Source: an optimization exercise on an open RTL-to-GDS flow (aim: small area, a short achievable clock period and few clock cycles per item). Production flows keep margins and buffers that such runs may drop. The RTL was checked by simulation tests, not by an equivalence proof against the original design.

// conv_stage
module conv_stage (
  input  logic         clk,
  input  logic         rst,
  input  logic         in_valid,
  output logic         in_ready,
  input  logic [399:0] act,
  input  logic [399:0] kernel,
  output logic         out_valid,
  input  logic         out_ready,
  output logic [14:0]  conv_sum
);
  logic n1, n2, n3, n4, n5, n6, n7, n8, n9, n10, n11, n12, n13, n14, n15, n16, n17, n18, n19, n20;
  logic n21, n22, n23, n24, n25, n26, n27, n28, n29, n30, n31, n32, n33, n34, n35, n36, n37, n38, n39, n40;
  logic n41, n42, n43, n44, n45, n46, n47, n48, n49, n50, n51, n52, n53, n54, n55, n56, n57, n58, n59, n60;
  logic n61, n62, n63, n64, n65, n66, n67, n68, n69, n70, n71, n72, n73, n74, n75, n76, n77, n78, n79, n80;
  logic n81, n82, n83, n84, n85, n86, n87, n88, n89, n90, n91, n92, n93, n94, n95, n96, n97, n98, n99, n100;
  logic n101, n102, n103, n104, n105, n106, n107, n108, n109, n110, n111, n112, n113, n114, n115, n116, n117, n118, n119, n120;
  logic n121, n122, n123, n124, n125, n126, n127, n128, n129, n130, n131, n132, n133, n134, n135, n136, n137, n138, n139, n140;
  logic n141, n142, n143, n144, n145, n146, n147, n148, n149, n150, n151, n152, n153, n154, n155, n156, n157, n158, n159, n160;
  ...
Settings: LEC_CHECK=0, CAP_MARGIN=20, CORE_MARGIN=2, CORE_UTILIZATION=55, SLEW_MARGIN=20, SYNTH_HIERARCHICAL=1, SYNTH_MINIMUM_KEEP_SIZE=0; clock period 13.0 ns.
standard.sh (not shown) runs the stock make flow with config.mk's settings and CLKGATE_MAP_FILE= SYNTH_SCRIPT=/design/flow/synth_recipe.tcl, a recipe that flattens the netlist after the stock synthesis.
==> flow/flow/run.sh <==
#!/bin/bash
# Own layout flow: the standard synthesis and the standard ORFS steps,
# with the port buffers made from the smallest buffer (buf_1) instead of the
# delay buffer that buffer_ports picks by default. Extra make arguments, one
# per line, come from flow/extra.mk.args (every step) and
# flow/extra.<step>.args (that step only). Each step's full output goes to a
# log file of its own in this folder.
set -euo pipefail
read_args() {
  local f=$1
  if [[ -f $f ]]; then
    while IFS= read -r line; do [[ -n "$line" ]] && ARGS+=("$line"); done < "$f"
  fi
  return 0
}
bash standard.sh synth > synth.log 2>&1
for step in floorplan place cts route finish; do
  ARGS=("BUFFER_PORTS_ARGS=-buffer_cell sky130_fd_sc_hd__buf_1")
  read_args flow/extra.mk.args
  read_args flow/extra.$step.args
  bash standard.sh "${ARGS[@]}" $step > $step.log 2>&1
done
test -f out/final.def
==> flow/flow/extra.cts.args <==
SETUP_SLACK_MARGIN=9.0
==> flow/flow/extra.mk.args <==
CTS_ARGS=-sink_clustering_enable -repair_clock_nets -dont_use_dummy_load -buf_list {sky130_fd_sc_hd__clkbuf_8 sky130_fd_sc_hd__clkbuf_16} -sink_clustering_size 16 -sink_clustering_max_diameter 50
==> flow/flow/extra.route.args <==
SETUP_SLACK_MARGIN=9.0
Testbench counts at the start, summed over its fixed seeds: cycles 4,120, items 4,096.
Change:
==> flow/flow/run.sh (replaced) <==
#!/bin/bash
# Own layout flow: the standard synthesis and ORFS steps, with the port
# buffers made from the smallest buffer (buf_1) instead of the delay buffer
# that buffer_ports picks by default. Each step's full output goes to a log
# file of its own in this folder.
set -euo pipefail
ARGS=("BUFFER_PORTS_ARGS=-buffer_cell sky130_fd_sc_hd__buf_1")
if [[ -f flow/extra.mk.args ]]; then
  while IFS= read -r line; do [[ -n "$line" ]] && ARGS+=("$line"); done < flow/extra.mk.args
fi
bash standard.sh synth > synth.log 2>&1
for step in floorplan place cts route finish; do
  bash standard.sh "${ARGS[@]}" $step > $step.log 2>&1
done
test -f out/final.def
--- a/flow/flow/extra.mk.args
+++ b/flow/flow/extra.mk.args
@@ -1,0 +2 @@
+SETUP_SLACK_MARGIN=8.85
removed: flow/flow/extra.cts.args
removed: flow/flow/extra.route.args
What happened:
- utilization went up by 1.2 points
- routed wire length came out lower by about 1%
- synthesized cell count is unchanged
- die area does not change
- via count shrinks by about 1.9%
- worst setup slack degrades by 0.14 ns
- hold slack hardly moves
- register-to-register slack got worse by 0.11 ns
Change:
--- a/flow/flow/extra.mk.args
+++ b/flow/flow/extra.mk.args
@@ -2 +1,0 @@
-SETUP_SLACK_MARGIN=8.85
- PLACE_DENSITY: not set -> 0.72
Synthesized cell count is unchanged.
Core utilization went down by 3.2 points.
Change:
==> flow/flow/run.sh (replaced) <==
#!/bin/bash
# Own layout flow: the standard synthesis and the standard ORFS steps,
# with the port buffers made from the smallest buffer (buf_1) instead of the
# delay buffer that buffer_ports picks by default. Extra make arguments, one
# per line, come from flow/extra.mk.args (every step) and
# flow/extra.<step>.args (that step only). Each step's full output goes to a
# log file of its own in this folder.
set -euo pipefail
read_args() {
  local f=$1
  if [[ -f $f ]]; then
    while IFS= read -r line; do [[ -n "$line" ]] && ARGS+=("$line"); done < "$f"
  fi
  return 0
}
bash standard.sh synth > synth.log 2>&1
for step in floorplan place cts route finish; do
  ARGS=("BUFFER_PORTS_ARGS=-buffer_cell sky130_fd_sc_hd__buf_1")
  read_args flow/extra.mk.args
  read_args flow/extra.$step.args
  bash standard.sh "${ARGS[@]}" $step > $step.log 2>&1
done
test -f out/final.def
==> flow/flow/extra.cts.args (new file) <==
SETUP_SLACK_MARGIN=9.25
==> flow/flow/extra.route.args (new file) <==
SETUP_SLACK_MARGIN=9.25
- PLACE_DENSITY: 0.72 -> not set
Outcome: Design area is higher by about 26%; synthesized area stays the same; setup slack improves by 0.35 ns; die area does not change; clock-buffer cell count stays the same; wire length increases by 8.0%.
Change:
==> flow/flow/extra.cts.args (replaced) <==
SETUP_SLACK_MARGIN=9.0
==> flow/flow/extra.mk.args (replaced) <==
CTS_ARGS=-sink_clustering_enable -repair_clock_nets -dont_use_dummy_load -buf_list {sky130_fd_sc_hd__clkbuf_4} -sink_clustering_size 10 -sink_clustering_max_diameter 35
==> flow/flow/extra.route.args (replaced) <==
SETUP_SLACK_MARGIN=9.0
- global-route usage falls by 1.6 points
- first-iteration DRC count falls by 9.1%
- worst hold slack loses 0.0090 ns
- routed wire length falls by 10%
- cell count stays flat
- non-clock buffer count falls by 22
- setup slack loses 0.12 ns

== build 72 ==
Starting RTL as in the previous note.
export LEC_CHECK = 0
export CAP_MARGIN = 20
export CORE_MARGIN = 2
export CORE_UTILIZATION = 70
export SLEW_MARGIN = 20
export SYNTH_HIERARCHICAL = 1
export SYNTH_MINIMUM_KEEP_SIZE = 0
create_clock -name core_clock -period 13.0 [get_ports {clk}]
==> flow/flow/run.sh <==
#!/bin/bash
# Own layout flow: the standard synthesis and ORFS steps, with the port
# buffers made from the smallest buffer (buf_1) instead of the delay buffer
# that buffer_ports picks by default. Each step's full output goes to a log
# file of its own in this folder.
set -euo pipefail
ARGS=("BUFFER_PORTS_ARGS=-buffer_cell sky130_fd_sc_hd__buf_1")
if [[ -f flow/extra.mk.args ]]; then
  while IFS= read -r line; do [[ -n "$line" ]] && ARGS+=("$line"); done < flow/extra.mk.args
fi
bash standard.sh synth > synth.log 2>&1
for step in floorplan place cts route finish; do
  bash standard.sh "${ARGS[@]}" $step > $step.log 2>&1
done
test -f out/final.def
Testbench counts of build 72, summed over its fixed seeds: cycles 4,120, items 4,096.
Input changes introduced in build 47 (baseline for comparison: build 72):
- CORE_UTILIZATION: 70 -> 55
==> flow/flow/run.sh <==
#!/bin/bash
# Own layout flow: the standard synthesis and the standard ORFS steps,
# with the port buffers made from the smallest buffer (buf_1) instead of the
# delay buffer that buffer_ports picks by default. Extra make arguments, one
# per line, come from flow/extra.mk.args (every step) and
# flow/extra.<step>.args (that step only). Each step's full output goes to a
# log file of its own in this folder.
set -euo pipefail
read_args() {
  local f=$1
  if [[ -f $f ]]; then
    while IFS= read -r line; do [[ -n "$line" ]] && ARGS+=("$line"); done < "$f"
  fi
  return 0
}
bash standard.sh synth > synth.log 2>&1
for step in floorplan place cts route finish; do
  ARGS=("BUFFER_PORTS_ARGS=-buffer_cell sky130_fd_sc_hd__buf_1")
  read_args flow/extra.mk.args
  read_args flow/extra.$step.args
  bash standard.sh "${ARGS[@]}" $step > $step.log 2>&1
done
test -f out/final.def
==> flow/flow/extra.cts.args (new file) <==
SETUP_SLACK_MARGIN=9.1
==> flow/flow/extra.mk.args (new file) <==
CTS_ARGS=-sink_clustering_enable -repair_clock_nets -dont_use_dummy_load -buf_list {sky130_fd_sc_hd__clkbuf_8 sky130_fd_sc_hd__clkbuf_16} -sink_clustering_size 16 -sink_clustering_max_diameter 50
==> flow/flow/extra.route.args (new file) <==
SETUP_SLACK_MARGIN=9.1
[summary]
Sort build 47 and build 72 by chip height, ascending, and build 72 comes first.
Per the comparison of build 47 with build 72, met3 routing resource usage after global routing fell by 12 points; number of clock buffer instances in the layout fell by about 13%.
~same count of nets after finishing in build 47 and build 72
On build 47: setup slack is 460 ps higher than what build 72 gave.
Compared with build 72, build 47 shows headroom to the max-slew limit higher by 4.1 points.
Between build 72 and build 47, the flow reports cell area reported after detailed placement increasing slightly.
Build 72 → build 47: die area grew by about 27%, via count of the routed design went down by 8.2%.
Relative to build 47, the following input files were edited for build 92:
==> flow/flow/extra.route.args <==
SETUP_SLACK_MARGIN=9.0
removed: flow/flow/extra.cts.args
==> comparison <==
- Going from build 47 to build 92, the antenna diode instance count was found to have gone up by 3.
- ~same width of the chip in build 47 and build 92
- Detailed route, build 92 vs build 47: via total lower for build 92
- In build 92, the met1 global-route usage came out 0.59 points above the value in build 47.
Inputs modified between build 92 and build 77:
==> flow/flow/run.sh <==
#!/bin/bash
# Own layout flow: the standard synthesis and ORFS steps, with the port
# buffers made from the smallest buffer (buf_1) instead of the delay buffer
# that buffer_ports picks by default. Each step's full output goes to a log
# file of its own in this folder.
set -euo pipefail
ARGS=("BUFFER_PORTS_ARGS=-buffer_cell sky130_fd_sc_hd__buf_1")
if [[ -f flow/extra.mk.args ]]; then
  while IFS= read -r line; do [[ -n "$line" ]] && ARGS+=("$line"); done < flow/extra.mk.args
fi
bash standard.sh synth > synth.log 2>&1
for step in floorplan place cts route finish; do
  bash standard.sh "${ARGS[@]}" $step > $step.log 2>&1
done
test -f out/final.def
removed: flow/flow/extra.route.args
==> summary.txt <==
Summary of build 77 over build 92: worst setup slack decreased 180 ps; share of the core filled with cells went down by 1.8 points; maximum operating frequency went down by about 4%; filler-free cell count of the finished design shows no meaningful change; fraction of final layout cells sized beyond drive strength 1 -20 points.
Clock network area share essentially unchanged between build 92 and build 77.
Setup changes, build 77 to build 52
==> flow/flow/run.sh <==
#!/bin/bash
# Own layout flow: the standard synthesis and the standard ORFS steps,
# with the port buffers made from the smallest buffer (buf_1) instead of the
# delay buffer that buffer_ports picks by default. Extra make arguments, one
# per line, come from flow/extra.mk.args (every step) and
# flow/extra.<step>.args (that step only). Each step's full output goes to a
# log file of its own in this folder.
set -euo pipefail
read_args() {
  local f=$1
  if [[ -f $f ]]; then
    while IFS= read -r line; do [[ -n "$line" ]] && ARGS+=("$line"); done < "$f"
  fi
  return 0
}
bash standard.sh synth > synth.log 2>&1
for step in floorplan place cts route finish; do
  ARGS=("BUFFER_PORTS_ARGS=-buffer_cell sky130_fd_sc_hd__buf_1")
  read_args flow/extra.mk.args
  read_args flow/extra.$step.args
  bash standard.sh "${ARGS[@]}" $step > $step.log 2>&1
done
test -f out/final.def
==> flow/flow/extra.cts.args (new file) <==
SETUP_SLACK_MARGIN=9.0
==> flow/flow/extra.mk.args <==
CTS_ARGS=-sink_clustering_enable -repair_clock_nets -dont_use_dummy_load -buf_list {sky130_fd_sc_hd__clkbuf_8} -sink_clustering_size 16 -sink_clustering_max_diameter 50
==> flow/flow/extra.route.args (new file) <==
SETUP_SLACK_MARGIN=9.0
Results
Diff build 77 -> build 52 | minimum setup slack in the final design | increase of 230 ps. Build 52 ends up with a final critical delay including setup and external delays that is 230 ps lower than in build 77. In the tables for build 77 and build 52, register-to-register slack reads lower with build 77. Looking at build 77 and build 52, the total track usage is a wash. Build 52 and build 77 ended up with roughly the same count of fill cells added during filler insertion. Build 52 vs build 77 on design area: build 52 is the higher one. On global-route wire length before repair, build 77 tracks build 52 almost exactly. Buffering stage count on the worst path with inverters included ended up 1 lower on build 52 than on build 77.

conv_stage, a different RTL version from the one above (not shown whole).
Size: about 4000 cells after synthesis, roughly 820 I/O pins, ~0.052 mm^2 of cells after synthesis.
==> flow/config.mk <==
export PLATFORM = sky130hd
export DESIGN_NAME = conv_stage
export DESIGN_NICKNAME = conv_stage
export VERILOG_FILES = /design/flow/design.v
export SDC_FILE = /design/flow/constraint.sdc
export NUM_CORES = 4
export LEC_CHECK = 0
export CAP_MARGIN = 20
export CORE_MARGIN = 2
export CORE_UTILIZATION = 40
export SLEW_MARGIN = 20
export SYNTH_HIERARCHICAL = 1
export SYNTH_MINIMUM_KEEP_SIZE = 0
==> flow/constraint.sdc <==
create_clock -name core_clock -period 13.0 [get_ports {clk}]
set_input_delay 2.6000 -clock core_clock [delete_from_list [all_inputs] [get_ports {clk}]]
set_output_delay 2.6000 -clock core_clock [all_outputs]
set_load 0.01 [all_outputs]
==> flow/flow/run.sh <==
#!/bin/bash
# Own layout flow: the standard synthesis and ORFS steps, with the port
# buffers made from the smallest buffer (buf_1) instead of the delay buffer
# that buffer_ports picks by default. Each step's full output goes to a log
# file of its own in this folder.
set -euo pipefail
ARGS=("BUFFER_PORTS_ARGS=-buffer_cell sky130_fd_sc_hd__buf_1")
if [[ -f flow/extra.mk.args ]]; then
  while IFS= read -r line; do [[ -n "$line" ]] && ARGS+=("$line"); done < flow/extra.mk.args
fi
bash standard.sh synth > synth.log 2>&1
for step in floorplan place cts route finish; do
  bash standard.sh "${ARGS[@]}" $step > $step.log 2>&1
done
test -f out/final.def
The starting point completed with no timing, DRC or antenna violations.
Testbench counts at the start, summed over its fixed seeds: cycles 4,120, items 4,096.
==> next run, changes <==
==> flow/flow/extra.mk.args (new file) <==
SETUP_SLACK_MARGIN=9.2
The changed run finished clean.
Final area grows by 29%.
Worst setup slack gains 0.29 ns.
Cell count is about the same.
Wire length came out higher by 2.5%.
Non-clock buffer count went up by 6.
Sequential share of layout area drops by 4.4 points.
==> next run, changes <==
Settings changed: CORE_UTILIZATION 40 to 55.
removed: flow/flow/extra.mk.args
Sequential share of layout area came out higher by 4.6 points.
Hold slack got worse by 0.031 ns.
Via count decreases by 0.52%.
Wire length fell by about 12%.
Area after synthesis is unchanged.
Worst setup slack gets worse by 0.16 ns.

[port drivers added, routing unchanged]
No port has a modelled driver above. Below, the same layouts with a new extraction and two added sets of constraints. Step 1: set_driving_cell puts a clkbuf_16 on clk and a buf_2 on each other input, an assumption about the parent block. Step 2, shift: input delay + t, output delay - t, t = (earliest + latest rising clock arrival at the registers) / 2. This alone moves slack from input paths to output paths. a / b / c = ideal ports / drivers / drivers and shift; a / b = the first two.
run | shift t [ns] | setup WS [ns] | worst hold slack (ns) | clock arrival spread, ns | cell pins on the clock port's net
the first run of note 1 | 0.652 | 8.966 / 8.978 / 8.333 | 0.445 / 0.445 / 0.445 | 0.088 / 0.087 | 1
the second run of note 1 | 0.672 | 8.828 / 8.871 / 8.207 | 0.446 / 0.446 / 0.446 | 0.064 / 0.065 | 1
the third run of note 1 | 0.659 | 8.632 / 8.632 / 8.094 | 0.468 / 0.468 / 0.468 | 0.089 / 0.089 | 1
the fourth run of note 1 | 0.651 | 8.986 / 8.944 / 8.293 | 0.459 / 0.459 / 0.459 | 0.083 / 0.083 | 1
the fifth run of note 1 | 0.910 | 8.866 / 8.804 / 8.109 | 0.450 / 0.450 / 0.450 | 0.136 / 0.136 | 1
build 72 | 0.722 | 8.518 / 8.518 / 8.048 | 0.465 / 0.465 / 0.465 | 0.037 / 0.036 | 1
build 47 | 0.655 | 8.980 / 8.985 / 8.335 | 0.445 / 0.445 / 0.445 | 0.090 / 0.090 | 1
build 92 | 0.648 | 8.914 / 8.951 / 8.303 | 0.444 / 0.444 / 0.444 | 0.089 / 0.089 | 1
build 77 | 0.644 | 8.733 / 8.766 / 8.122 | 0.444 / 0.444 / 0.444 | 0.086 / 0.086 | 1
build 52 | 0.704 | 8.960 / 8.960 / 8.259 | 0.449 / 0.449 / 0.449 | 0.115 / 0.115 | 1
the first run of note 3 | 0.686 | 8.626 / 8.626 / 7.968 | 0.445 / 0.445 / 0.445 | 0.035 / 0.035 | 1
the second run of note 3 | 0.681 | 8.916 / 8.916 / 8.397 | 0.466 / 0.466 / 0.466 | 0.038 / 0.038 | 1
the third run of note 3 | 0.680 | 8.755 / 8.755 / 8.135 | 0.434 / 0.434 / 0.434 | 0.024 / 0.024 | 1
After both steps setup and hold are still met in every run listed. The setup slack of the fifth run of note 1, which loses most, moves by -0.062 ns with the drivers and by -0.757 ns with both steps.
